This design comes from an exercise in tuning for small area, a short achievable clock period and few clock cycles on the open sky130 flow, not from production work. Where RTL was checked, it was by simulation tests only, not by an equivalence proof against the original.

## rev 12
==> flow/design.v <==
`timescale 1ns / 1ps
`default_nettype none
package udm_pkg;
  localparam int unsigned WORD_W  = 32;
  localparam int unsigned SHIFT_W = 6;
endpackage
`default_nettype wire
`timescale 1ns / 1ps
`default_nettype none
import udm_pkg::*;
module unsigned_division_magic_number_core
(
  input  wire logic               clk_i,
  input  wire logic               rst_ni,
  input  wire logic               in_valid_i,
  output      logic               in_ready_o,
  input  wire logic [WORD_W-1:0]  in_divisor_i,
  output      logic               out_valid_o,
  input  wire logic               out_ready_i,
  output      logic [WORD_W-1:0]  out_magic_o,
  output      logic               out_add_needed_o,
  output      logic [SHIFT_W-1:0] out_shift_o,
  output      logic               out_is_power_of_two_o,
  output      logic               out_invalid_o
);
  logic st_idle_q, st_init_q, st_runa_q, st_runb_q, st_fin_q, st_done_q, st_donef_q;
  logic [31:0] d_q;       
  logic [31:0] u_q;       
  logic [33:0] q2_q;      
  logic [6:0]  k_q;       
  logic [31:0] nc_q;      
  logic [31:0] r1_q;      
  logic [30:0] q1_q;      
  logic        pow2_q;
  logic        inv_q;
  logic        accept, start_in, start;
  logic [31:0] src;
  logic [31:0] sm;         
  logic [31:0] u_init;     
  logic [31:0] r_init;     
  logic [4:0]  msb;
  assign accept   = in_valid_i & (st_idle_q | st_done_q);
  assign start_in = in_valid_i & (st_idle_q | (st_done_q & out_ready_i));
  assign start    = start_in | st_init_q;
  assign src      = st_init_q ? d_q : in_divisor_i;
  always_comb begin
    sm = src;
    for (int s = 1; s < 32; s = s * 2) begin
      for (int i = 0; i < 32; i++) begin
        if (i + s < 32) sm[i] = sm[i] | sm[i+s];
      end
    end
  end
  assign u_init = src & {1'b0, sm[31:1]};
  assign r_init = src & ~{1'b0, sm[31:1]};
  always_comb begin
    msb = '0;
    for (int i = 1; i < 32; i++) if (src[i]) msb = 5'(i);
  end
  logic [31:0] t_any, t_sev;
  logic        s_small, s_pow2, s_spec;
  always_comb begin
    t_any = d_q;
    t_sev = '0;
    for (int w = 16; w >= 1; w = w / 2) begin
      for (int i = 0; i < w; i++) begin
        t_sev[i] = t_sev[2*i] | t_sev[2*i+1] | (t_any[2*i] & t_any[2*i+1]);
        t_any[i] = t_any[2*i] | t_any[2*i+1];
      end
    end
  end
  assign s_small = (d_q[31:1] == '0);
  assign s_pow2  = ~t_sev[0];
  assign s_spec  = s_small | s_pow2;
  logic spec;
  assign spec = (d_q == 32'h8000_0001);
  logic [33:0] du;         
  logic        b;          
  logic [31:0] u_step;
  logic [33:0] d1;         
  logic        b1;
  logic [31:0] r1_step;
  logic        lt_hi, eq_hi, lt, eq, cont;
  logic        last_a;
  logic [33:0] inc;
  assign du     = {1'b0, u_q, 1'b0} - {2'b00, d_q};
  assign b      = du[33];
  assign u_step = b ? {u_q[30:0], 1'b0} : du[31:0];
  assign d1      = {1'b0, r1_q, 1'b0} - {2'b00, nc_q};
  assign b1      = ~d1[33];
  assign r1_step = b1 ? d1[31:0] : {r1_q[30:0], 1'b0};
  assign lt_hi = (q1_q < u_q[31:1]);
  assign eq_hi = (q1_q == u_q[31:1]);
  assign lt    = lt_hi | (eq_hi & ~b1 & u_q[0]);
  assign eq    = eq_hi & (b1 == u_q[0]);
  assign cont  = (k_q < 7'd63) & (lt | (eq & spec));
  assign last_a = st_runa_q & (k_q == 7'd31) & ~s_spec;
  assign inc = {1'b0, q2_q[33:1]} + 34'd1;
  always_ff @(posedge clk_i or negedge rst_ni) begin
    if (!rst_ni) begin
      st_idle_q  <= 1'b1;
      st_init_q  <= 1'b0;
      st_runa_q  <= 1'b0;
      st_runb_q  <= 1'b0;
      st_fin_q   <= 1'b0;
      st_done_q  <= 1'b0;
      st_donef_q <= 1'b0;
    end else begin
      st_idle_q  <= (st_idle_q & ~in_valid_i) | (st_done_q & out_ready_i & ~in_valid_i);
      st_init_q  <= st_donef_q & out_ready_i;
      st_runa_q  <= start | (st_runa_q & (k_q != 7'd31) & ~s_spec);
      st_runb_q  <= last_a | (st_runb_q & cont);
      st_fin_q   <= st_runb_q & ~cont;
      st_done_q  <= (st_runa_q & s_spec) | st_fin_q | (st_done_q & ~out_ready_i & ~in_valid_i);
      st_donef_q <= (st_done_q & ~out_ready_i & in_valid_i) | (st_donef_q & ~out_ready_i);
    end
  end
  always_ff @(posedge clk_i) begin
    if (accept) d_q <= in_divisor_i;
    if (start) u_q <= u_init;
    else       u_q <= u_step;
    if (start)                         q2_q <= '0;
    else if (st_fin_q)                 q2_q <= inc;
    else if ((st_runa_q && !s_spec) || st_runb_q) q2_q <= {q2_q[32:0], b};
    if (start) begin
      k_q <= {2'b00, msb};
    end else if ((st_runa_q && k_q != 7'd31 && !s_spec) || st_runb_q) begin
      k_q <= k_q + 7'd1;
    end
    if (start)       nc_q <= src;
    else if (last_a) nc_q <= ~r1_step;
    if (start)       r1_q <= r_init;
    else if (last_a) r1_q <= {~spec, 31'd0};
    else             r1_q <= r1_step;
    if (last_a) q1_q <= {30'd0, spec};
    else        q1_q <= {q1_q[29:0], b1};
    if (st_runa_q) begin
      inv_q  <= s_small;
      pow2_q <= ~s_small & s_pow2;
    end
  end
  assign in_ready_o            = st_idle_q | st_done_q;
  assign out_valid_o           = st_done_q | st_donef_q;
  assign out_magic_o           = q2_q[31:0];
  assign out_add_needed_o      = q2_q[33] | q2_q[32];
  assign out_shift_o           = {k_q[6], k_q[4:0]};
  assign out_is_power_of_two_o = pow2_q;
  assign out_invalid_o         = inv_q;
endmodule
`default_nettype wire
clock: 8.0 ns
lec_check: 0
abc_area: 1
cap_margin: 20
core_margin: 2
core_utilization: 40
place_density: 0.6
setup_slack_margin: 4.0
slew_margin: 20
run.sh (not shown) runs the stock make flow with config.mk's settings and CLKGATE_MAP_FILE= SYNTH_SCRIPT=/design/flow/synth_recipe.tcl, a recipe that flattens the netlist after the stock synthesis.
Testbench counts of rev 12, summed over its fixed seeds: cycles 38,431.
Input changes introduced in rev 13 (baseline for comparison: rev 12):
--- a/flow/design.v
+++ b/flow/design.v
@@ -37,10 +37,11 @@
   logic [31:0] src;
   logic [31:0] sm;         
   logic [31:0] u_init;     
   logic [31:0] r_init;     
   logic [4:0]  msb;
+  logic        s_small, s_pow2, s_gen;
   assign accept   = in_valid_i & (st_idle_q | st_done_q);
   assign start_in = in_valid_i & (st_idle_q | (st_done_q & out_ready_i));
   assign start    = start_in | st_init_q;
   assign src      = st_init_q ? d_q : in_divisor_i;
   always_comb begin
@@ -56,24 +57,23 @@
   always_comb begin
     msb = '0;
     for (int i = 1; i < 32; i++) if (src[i]) msb = 5'(i);
   end
   logic [31:0] t_any, t_sev;
-  logic        s_small, s_pow2, s_spec;
   always_comb begin
-    t_any = d_q;
+    t_any = src;
     t_sev = '0;
     for (int w = 16; w >= 1; w = w / 2) begin
       for (int i = 0; i < w; i++) begin
         t_sev[i] = t_sev[2*i] | t_sev[2*i+1] | (t_any[2*i] & t_any[2*i+1]);
         t_any[i] = t_any[2*i] | t_any[2*i+1];
       end
     end
   end
-  assign s_small = (d_q[31:1] == '0);
+  assign s_small = (src[31:1] == '0);
   assign s_pow2  = ~t_sev[0];
-  assign s_spec  = s_small | s_pow2;
+  assign s_gen   = ~s_small & ~s_pow2;
   logic spec;
   assign spec = (d_q == 32'h8000_0001);
   logic [33:0] du;         
   logic        b;          
   logic [31:0] u_step;
@@ -92,11 +92,11 @@
   assign lt_hi = (q1_q < u_q[31:1]);
   assign eq_hi = (q1_q == u_q[31:1]);
   assign lt    = lt_hi | (eq_hi & ~b1 & u_q[0]);
   assign eq    = eq_hi & (b1 == u_q[0]);
   assign cont  = (k_q < 7'd63) & (lt | (eq & spec));
-  assign last_a = st_runa_q & (k_q == 7'd31) & ~s_spec;
+  assign last_a = st_runa_q & (k_q == 7'd31);
   assign inc = {1'b0, q2_q[33:1]} + 34'd1;
   always_ff @(posedge clk_i or negedge rst_ni) begin
     if (!rst_ni) begin
       st_idle_q  <= 1'b1;
       st_init_q  <= 1'b0;
@@ -106,37 +106,39 @@
       st_done_q  <= 1'b0;
       st_donef_q <= 1'b0;
     end else begin
       st_idle_q  <= (st_idle_q & ~in_valid_i) | (st_done_q & out_ready_i & ~in_valid_i);
       st_init_q  <= st_donef_q & out_ready_i;
-      st_runa_q  <= start | (st_runa_q & (k_q != 7'd31) & ~s_spec);
+      st_runa_q  <= (start & s_gen) | (st_runa_q & (k_q != 7'd31));
       st_runb_q  <= last_a | (st_runb_q & cont);
       st_fin_q   <= st_runb_q & ~cont;
-      st_done_q  <= (st_runa_q & s_spec) | st_fin_q | (st_done_q & ~out_ready_i & ~in_valid_i);
+      st_done_q  <= (start & ~s_gen) | st_fin_q | (st_done_q & ~out_ready_i & ~in_valid_i);
       st_donef_q <= (st_done_q & ~out_ready_i & in_valid_i) | (st_donef_q & ~out_ready_i);
     end
   end
   always_ff @(posedge clk_i) begin
     if (accept) d_q <= in_divisor_i;
     if (start) u_q <= u_init;
     else       u_q <= u_step;
     if (start)                         q2_q <= '0;
     else if (st_fin_q)                 q2_q <= inc;
-    else if ((st_runa_q && !s_spec) || st_runb_q) q2_q <= {q2_q[32:0], b};
+    else if (st_runa_q || st_runb_q)   q2_q <= {q2_q[32:0], b};
     if (start) begin
-      k_q <= {2'b00, msb};
-    end else if ((st_runa_q && k_q != 7'd31 && !s_spec) || st_runb_q) begin
+      if (s_small)     k_q <= 7'd32;
+      else if (s_pow2) k_q <= {2'b01, msb};
+      else             k_q <= {2'b00, msb};
+    end else if ((st_runa_q && k_q != 7'd31) || st_runb_q) begin
       k_q <= k_q + 7'd1;
     end
     if (start)       nc_q <= src;
     else if (last_a) nc_q <= ~r1_step;
     if (start)       r1_q <= r_init;
     else if (last_a) r1_q <= {~spec, 31'd0};
     else             r1_q <= r1_step;
     if (last_a) q1_q <= {30'd0, spec};
     else        q1_q <= {q1_q[29:0], b1};
-    if (st_runa_q) begin
+    if (start) begin
       inv_q  <= s_small;
       pow2_q <= ~s_small & s_pow2;
     end
   end
   assign in_ready_o            = st_idle_q | st_done_q;
[summary]
- Each of the runs, namely rev 13 and rev 12, reached the end of the flow and came out clean.
- Rev 13 vs. rev 12: die area -1.8%, tightest slew margin relative to the limit grew by 0.48 points, share of the core filled with cells rose by 0.63 points.
- Rev 13: clock period minus final worst setup slack 0.061 ns above rev 12
- The wire length of rev 13 was superior to that of rev 12.
Function not checked in rev 13: the RTL went through the layout flow alone.

[afterwards: timing with drivers on the ports]
How much do the figures lean on ideal ports? The routed layouts below were timed once more, with nothing changed but the port constraints.
Step 1 sets driving cells, clkbuf_16 on the clock port and buf_2 on the other inputs (assumed; they add their load-dependent delay and slew).
Step 2 adds t to the input delays and takes it off the output delays; t is the mean of the earliest and latest rising clock arrival at the registers after step 1. Input paths then give back, and output paths get back, about the clock's delay inside the block.
a / b / c = no drivers / after step 1 / after step 2; a / b = the first two.
run | t, ns | slack for setup (ns) | pins driven straight from the clock port
rev 12 | 0.576 | 4.142 / 4.159 / 3.583 | 1
rev 13 | 0.575 | 4.081 / 4.108 / 3.533 | 1
After both steps every run listed still meets setup and hold. For rev 12, which loses most, drivers alone change the setup slack by +0.017 ns; drivers and shift together by -0.559 ns.
